From an optimization exercise on the open Yosys and OpenROAD flow, aimed at small area and a short achievable clock period; shortcuts taken in it are not production practice.
RTL that was checked went through simulation tests only; none was proved equivalent to the original.
Power is estimated from default activity; no workload was simulated.

## run A
Design lambda_layer_top, start of the top module:
module lambda_layer_top #(
    parameter logic [15:0] RESET_SEED = 16'hACE1
) (
    input  wire                               clk,
    input  wire                               reset,
    input  wire [lambda_pkg::AXIL_ADDR_W-1:0] s_axil_awaddr,
    input  wire                               s_axil_awvalid,
    output logic                              s_axil_awready,
    input  wire [31:0]                        s_axil_wdata,
    input  wire [3:0]                         s_axil_wstrb,
    input  wire                               s_axil_wvalid,
    output logic                              s_axil_wready,
    output logic [1:0]                        s_axil_bresp,
    output logic                              s_axil_bvalid,
    input  wire                               s_axil_bready,
    input  wire [lambda_pkg::AXIL_ADDR_W-1:0] s_axil_araddr,
    input  wire                               s_axil_arvalid,
    output logic                              s_axil_arready,
    output logic [31:0]                       s_axil_rdata,
    output logic [1:0]                        s_axil_rresp,
    output logic                              s_axil_rvalid,
    input  wire                               s_axil_rready,
    input  wire                               in_valid,
    input  wire [15:0]                        in_mean,
    input  wire [15:0]                        in_var,
    output logic                              out_valid,
    output logic [15:0]                       out_lambda
);
make LEC_CHECK=0 ABC_AREA=1 ABC_CLOCK_PERIOD_IN_PS=3600 CAP_MARGIN=20 CORE_MARGIN=2 CORE_UTILIZATION=65 CTS_BUF_LIST=sky130_fd_sc_hd__clkbuf_8 CTS_CLUSTER_DIAMETER=74 CTS_CLUSTER_SIZE=15 PLACE_DENSITY=0.75 SETUP_SLACK_MARGIN=4.35 SLEW_MARGIN=20 finish   # period 8.0 ns
run.sh (not shown) runs the stock make flow with config.mk's settings and CLKGATE_MAP_FILE= SYNTH_SCRIPT=/design/flow/synth_recipe.tcl, a recipe that flattens the netlist after the stock synthesis.
No stage failed in run A, and the final checks on the layout all came back clean.
For run B, these inputs were changed with respect to run A:
# run A
export LEC_CHECK = 0
export ABC_AREA = 1
export ABC_CLOCK_PERIOD_IN_PS = 3600
export CAP_MARGIN = 20
export CORE_MARGIN = 2
export CORE_UTILIZATION = 65
export CTS_BUF_LIST = sky130_fd_sc_hd__clkbuf_8
export CTS_CLUSTER_DIAMETER = 74
export CTS_CLUSTER_SIZE = 15
export PLACE_DENSITY = 0.75
export SETUP_SLACK_MARGIN = 4.35
export SLEW_MARGIN = 20
create_clock -name core_clock -period 8.0 [get_ports {clk}]
# run B
export LEC_CHECK = 0
export ABC_AREA = 1
export ABC_CLOCK_PERIOD_IN_PS = 3600
export CAP_MARGIN = 20
export CORE_MARGIN = 2
export CORE_UTILIZATION = 65
export PLACE_DENSITY = 0.75
export SETUP_SLACK_MARGIN = 4.35
export SLEW_MARGIN = 20
create_clock -name core_clock -period 8.0 [get_ports {clk}]
Results
Run B against run A: detailed-route via count +301; final total power now sits higher; number of gates resized after cts lower.
Aggregate global-route resource usage: higher on run B
No run of this note included a check of the RTL's function; only the layout flow was run.

---

## rev 12
lambda_layer_top, a different RTL version from the one above (not shown whole).
Size: ~390 flip-flops, ~140 I/O pins, about 20000 µm² of cells after synthesis.
Design lambda_layer_top, start of the top module:
module lambda_layer_top #(
    parameter logic [15:0] RESET_SEED = 16'hACE1
) (
    input  wire                               clk,
    input  wire                               reset,
    input  wire [lambda_pkg::AXIL_ADDR_W-1:0] s_axil_awaddr,
    input  wire                               s_axil_awvalid,
    output logic                              s_axil_awready,
    input  wire [31:0]                        s_axil_wdata,
    input  wire [3:0]                         s_axil_wstrb,
    input  wire                               s_axil_wvalid,
    output logic                              s_axil_wready,
    output logic [1:0]                        s_axil_bresp,
    output logic                              s_axil_bvalid,
    input  wire                               s_axil_bready,
    input  wire [lambda_pkg::AXIL_ADDR_W-1:0] s_axil_araddr,
    input  wire                               s_axil_arvalid,
    output logic                              s_axil_arready,
    output logic [31:0]                       s_axil_rdata,
    output logic [1:0]                        s_axil_rresp,
    output logic                              s_axil_rvalid,
    input  wire                               s_axil_rready,
    input  wire                               in_valid,
    input  wire [15:0]                        in_mean,
    input  wire [15:0]                        in_var,
    output logic                              out_valid,
    output logic [15:0]                       out_lambda
);
clock: 8.0 ns
lec_check: 0
abc_area: 1
abc_clock_period_in_ps: 3600
cap_margin: 20
core_margin: 2
core_utilization: 75
cts_buf_list: sky130_fd_sc_hd__clkbuf_8
cts_cluster_diameter: 74
cts_cluster_size: 15
place_density: 0.82
setup_slack_margin: 4.42
slew_margin: 20
standard.sh (not shown) runs the stock make flow with config.mk's settings and CLKGATE_MAP_FILE= SYNTH_SCRIPT=/design/flow/synth_recipe.tcl, a recipe that flattens the netlist after the stock synthesis.
==> flow/flow/run.sh <==
#!/bin/bash
# The standard layout, with each port buffered by the smallest buffer
# cell (sky130_fd_sc_hd__buf_1) instead of the one buffer_ports picks.
# Everything else, synthesis included, is standard.sh unchanged.
set -euo pipefail
export BUFFER_PORTS_ARGS="-buffer_cell sky130_fd_sc_hd__buf_1"
bash standard.sh synth > synth.log 2>&1
bash standard.sh > layout.log 2>&1
Rev 12 ran to completion and came out clean on the timing, DRC and antenna checks.
The inputs of rev 13 differ from those of rev 12 as listed below.
- ABC_AREA changed from 1 to 0
==> summary.txt <==
Rev 13: all stages complete, timing, DRC and antenna checks passed
In the tables for rev 13 and rev 12, routed wire length reads higher with rev 13.
| clock network fraction of design power | lower: rev 13 |
Between rev 13 and rev 12, the mean instance size in the synthesized netlist is higher for rev 13.
Diff rev 13 and rev 12: post-layout minimum cycle time lower in rev 12
[compare] base=rev 12 new=rev 13: sequential share of layout area fell 1.9 points, fraction of met2 tracks used by global routing rose 0.66 points.

---

Another version of the RTL of lambda_layer_top (not shown whole).
Size: ~390 flip-flops.
==> flow/config.mk <==
export PLATFORM = sky130hd
export DESIGN_NAME = lambda_layer_top
export DESIGN_NICKNAME = lambda_layer_top
export VERILOG_FILES = /design/flow/design.v
export SDC_FILE = /design/flow/constraint.sdc
export NUM_CORES = 4
export LEC_CHECK = 0
export ABC_AREA = 1
export ABC_CLOCK_PERIOD_IN_PS = 3600
export CAP_MARGIN = 20
export CORE_MARGIN = 2
export CORE_UTILIZATION = 75
export CTS_BUF_LIST = sky130_fd_sc_hd__clkbuf_8
export CTS_CLUSTER_DIAMETER = 74
export CTS_CLUSTER_SIZE = 15
export PLACE_DENSITY = 0.82
export SETUP_SLACK_MARGIN = 4.5
export SLEW_MARGIN = 20
==> flow/constraint.sdc <==
create_clock -name core_clock -period 8.0 [get_ports {clk}]
set_input_delay 1.6000 -clock core_clock [delete_from_list [all_inputs] [get_ports {clk}]]
set_output_delay 1.6000 -clock core_clock [all_outputs]
set_load 0.01 [all_outputs]
Scripts as last shown in full above: flow/flow/run.sh
Change:
Settings changed: SETUP_SLACK_MARGIN 4.5 to 4.42.
Outcome: The new run produced a clean layout; final area falls by 1.3%; worst hold slack hardly moves; global-route usage is lower by 0.25 points; via count is lower by 0.62%; clock-buffer cell count does not change.

---

Another version of the RTL of lambda_layer_top (not shown whole).
For scale: roughly 2400 cells after synthesis, about 390 flip-flops, about 140 I/O pins, roughly 0.021 sq mm of cells after synthesis.
export LEC_CHECK = 0
export ABC_AREA = 1
export ABC_CLOCK_PERIOD_IN_PS = 3600
export CAP_MARGIN = 20
export CORE_MARGIN = 2
export CORE_UTILIZATION = 65
export CTS_BUF_LIST = sky130_fd_sc_hd__clkbuf_8
export CTS_CLUSTER_DIAMETER = 74
export CTS_CLUSTER_SIZE = 15
export PLACE_DENSITY = 0.75
export SETUP_SLACK_MARGIN = 4.42
export SLEW_MARGIN = 20
create_clock -name core_clock -period 8.0 [get_ports {clk}]
Scripts as last shown in full above: flow/flow/run.sh
==> next run, changes <==
--- a/flow/config.mk
+++ b/flow/config.mk
@@ -17 +17 @@
-export SETUP_SLACK_MARGIN = 4.42
+export SETUP_SLACK_MARGIN = 4.3
What happened: Synthesized cell count is unchanged. Final cell count shrinks slightly. Non-clock buffer count shrinks by 16. Worst setup slack got worse by 0.047 ns. Core utilization shrinks by 0.90 points.

---

Another version of the RTL of lambda_layer_top (not shown whole).
Size: roughly 2,000 cells after synthesis, roughly 140 I/O pins, about 20,000 um2 of cells after synthesis.
==> flow/design.v (excerpt) <==
module lambda_layer_top #(
    parameter logic [15:0] RESET_SEED = 16'hACE1
) (
    input  wire                               clk,
    input  wire                               reset,
    input  wire [lambda_pkg::AXIL_ADDR_W-1:0] s_axil_awaddr,
    input  wire                               s_axil_awvalid,
    output logic                              s_axil_awready,
    input  wire [31:0]                        s_axil_wdata,
    input  wire [3:0]                         s_axil_wstrb,
    input  wire                               s_axil_wvalid,
    output logic                              s_axil_wready,
    output logic [1:0]                        s_axil_bresp,
    output logic                              s_axil_bvalid,
    input  wire                               s_axil_bready,
    input  wire [lambda_pkg::AXIL_ADDR_W-1:0] s_axil_araddr,
    input  wire                               s_axil_arvalid,
    output logic                              s_axil_arready,
    output logic [31:0]                       s_axil_rdata,
    output logic [1:0]                        s_axil_rresp,
    output logic                              s_axil_rvalid,
    input  wire                               s_axil_rready,
    input  wire                               in_valid,
    input  wire [15:0]                        in_mean,
    input  wire [15:0]                        in_var,
    output logic                              out_valid,
    output logic [15:0]                       out_lambda
);
    logic        noise_en;
    logic [15:0] seed_value;
    logic        seed_load;
    logic [15:0] eps_raw;
    logic        step;
    lambda_ctrl_regs #(.RESET_SEED(RESET_SEED)) i_ctrl_regs (
        .clk(clk), .reset(reset),
        .s_axil_awaddr(s_axil_awaddr), .s_axil_awvalid(s_axil_awvalid),
        .s_axil_awready(s_axil_awready),
        .s_axil_wdata(s_axil_wdata), .s_axil_wstrb(s_axil_wstrb),
        .s_axil_wvalid(s_axil_wvalid), .s_axil_wready(s_axil_wready),
        .s_axil_bresp(s_axil_bresp), .s_axil_bvalid(s_axil_bvalid),
        .s_axil_bready(s_axil_bready),
  ...
make LEC_CHECK=0 ABC_AREA=0 ABC_CLOCK_PERIOD_IN_PS=3600 CAP_MARGIN=20 CORE_MARGIN=2 CORE_UTILIZATION=65 CTS_BUF_LIST='sky130_fd_sc_hd__clkbuf_4 sky130_fd_sc_hd__clkbuf_8' PLACE_DENSITY=0.75 SETUP_SLACK_MARGIN=4.2 SLEW_MARGIN=20 finish   # period 8.0 ns
run.sh (not shown) runs the stock make flow with config.mk's settings and CLKGATE_MAP_FILE= SYNTH_SCRIPT=/design/flow/synth_recipe.tcl, a recipe that flattens the netlist after the stock synthesis.
Stock flow here: none of the scripts above is used.
==> next run, changes <==
--- a/flow/config.mk
+++ b/flow/config.mk
@@ -7,3 +7,3 @@
 export LEC_CHECK = 0
-export ABC_AREA = 0
+export ABC_AREA = 1
 export ABC_CLOCK_PERIOD_IN_PS = 3600
@@ -11,5 +11,3 @@
 export CORE_MARGIN = 2
-export CORE_UTILIZATION = 65
-export CTS_BUF_LIST = sky130_fd_sc_hd__clkbuf_4 sky130_fd_sc_hd__clkbuf_8
-export PLACE_DENSITY = 0.75
+export CORE_UTILIZATION = 40
 export SETUP_SLACK_MARGIN = 4.2
=> Synthesized cell count is higher by 26%. Design area is higher by 0.40%. Power falls by 4.1%. Hold slack is better by 0.0080 ns.
==> next run, changes <==
--- a/flow/config.mk
+++ b/flow/config.mk
@@ -11,3 +11,5 @@
 export CORE_MARGIN = 2
-export CORE_UTILIZATION = 40
+export CORE_UTILIZATION = 65
+export CTS_BUF_LIST = sky130_fd_sc_hd__clkbuf_4 sky130_fd_sc_hd__clkbuf_8
+export PLACE_DENSITY = 0.75
 export SETUP_SLACK_MARGIN = 4.2
What happened: Clock skew climbs by 0.012 ns. Non-clock buffer count came out lower by 1. Sequential share of layout area climbs by 0.68 points. Synthesized area is unchanged. Wire length rose slightly. Via count rose by a few percent. First-iteration DRC count increases by a quarter to a third. Total power decreases slightly. Hold slack stays flat. Clock-buffer cell count came out higher by 46. Cell count drops by a little under a tenth.

## what the ideal ports hide
No port has a modelled driver above. Below, the same layouts with a new extraction and two added sets of constraints.
Step 1: set_driving_cell puts a clkbuf_16 on clk and a buf_2 on each other input, an assumption about the parent block.
Step 2 moves the port delays by t, midway between the first and last clock arrival at a register: inputs arrive t later, outputs are due t later. That takes back most of the time a late clock gives input paths.
a / b / c = no drivers / after step 1 / after step 2; a / b = the first two.
| run | t, ns | slack for setup (ns) | slew at the worst register clock pin (ns) | worst data-port slew with drivers (ns) |
|---|---|---|---|---|
| run A | 0.598 | 4.055 / 4.041 / 3.443 | 0.11 / 0.11 | 0.07 |
| run B | 0.589 | 4.044 / 4.035 / 3.446 | 0.06 / 0.06 | 0.08 |
| rev 12 | 0.630 | 4.393 / 4.369 / 4.042 | 0.10 / 0.10 | 0.08 |
| rev 13 | 0.645 | 3.894 / 3.894 / 3.827 | 0.10 / 0.10 | 0.06 |
| the first run of note 3 | 0.669 | 4.392 / 4.357 / 4.024 | 0.10 / 0.10 | 0.09 |
| the second run of note 3 | 0.665 | 4.392 / 4.360 / 4.026 | 0.10 / 0.10 | 0.08 |
| the first run of note 4 | 0.591 | 4.399 / 4.379 / 4.027 | 0.10 / 0.10 | 0.07 |
| the second run of note 4 | 0.656 | 4.352 / 4.331 / 3.982 | 0.10 / 0.10 | 0.07 |
| the first run of note 5 | 0.653 | 4.032 / 4.032 / 3.675 | 0.07 / 0.07 | 0.06 |
| the second run of note 5 | 0.615 | 4.352 / 4.350 / 3.769 | 0.06 / 0.06 | 0.05 |
| the third run of note 5 | 0.631 | 4.303 / 4.303 / 3.797 | 0.07 / 0.07 | 0.06 |
After both steps every run listed still meets setup and hold. The setup slack of run A, which loses most, moves by -0.014 ns with the drivers and by -0.612 ns with both steps.
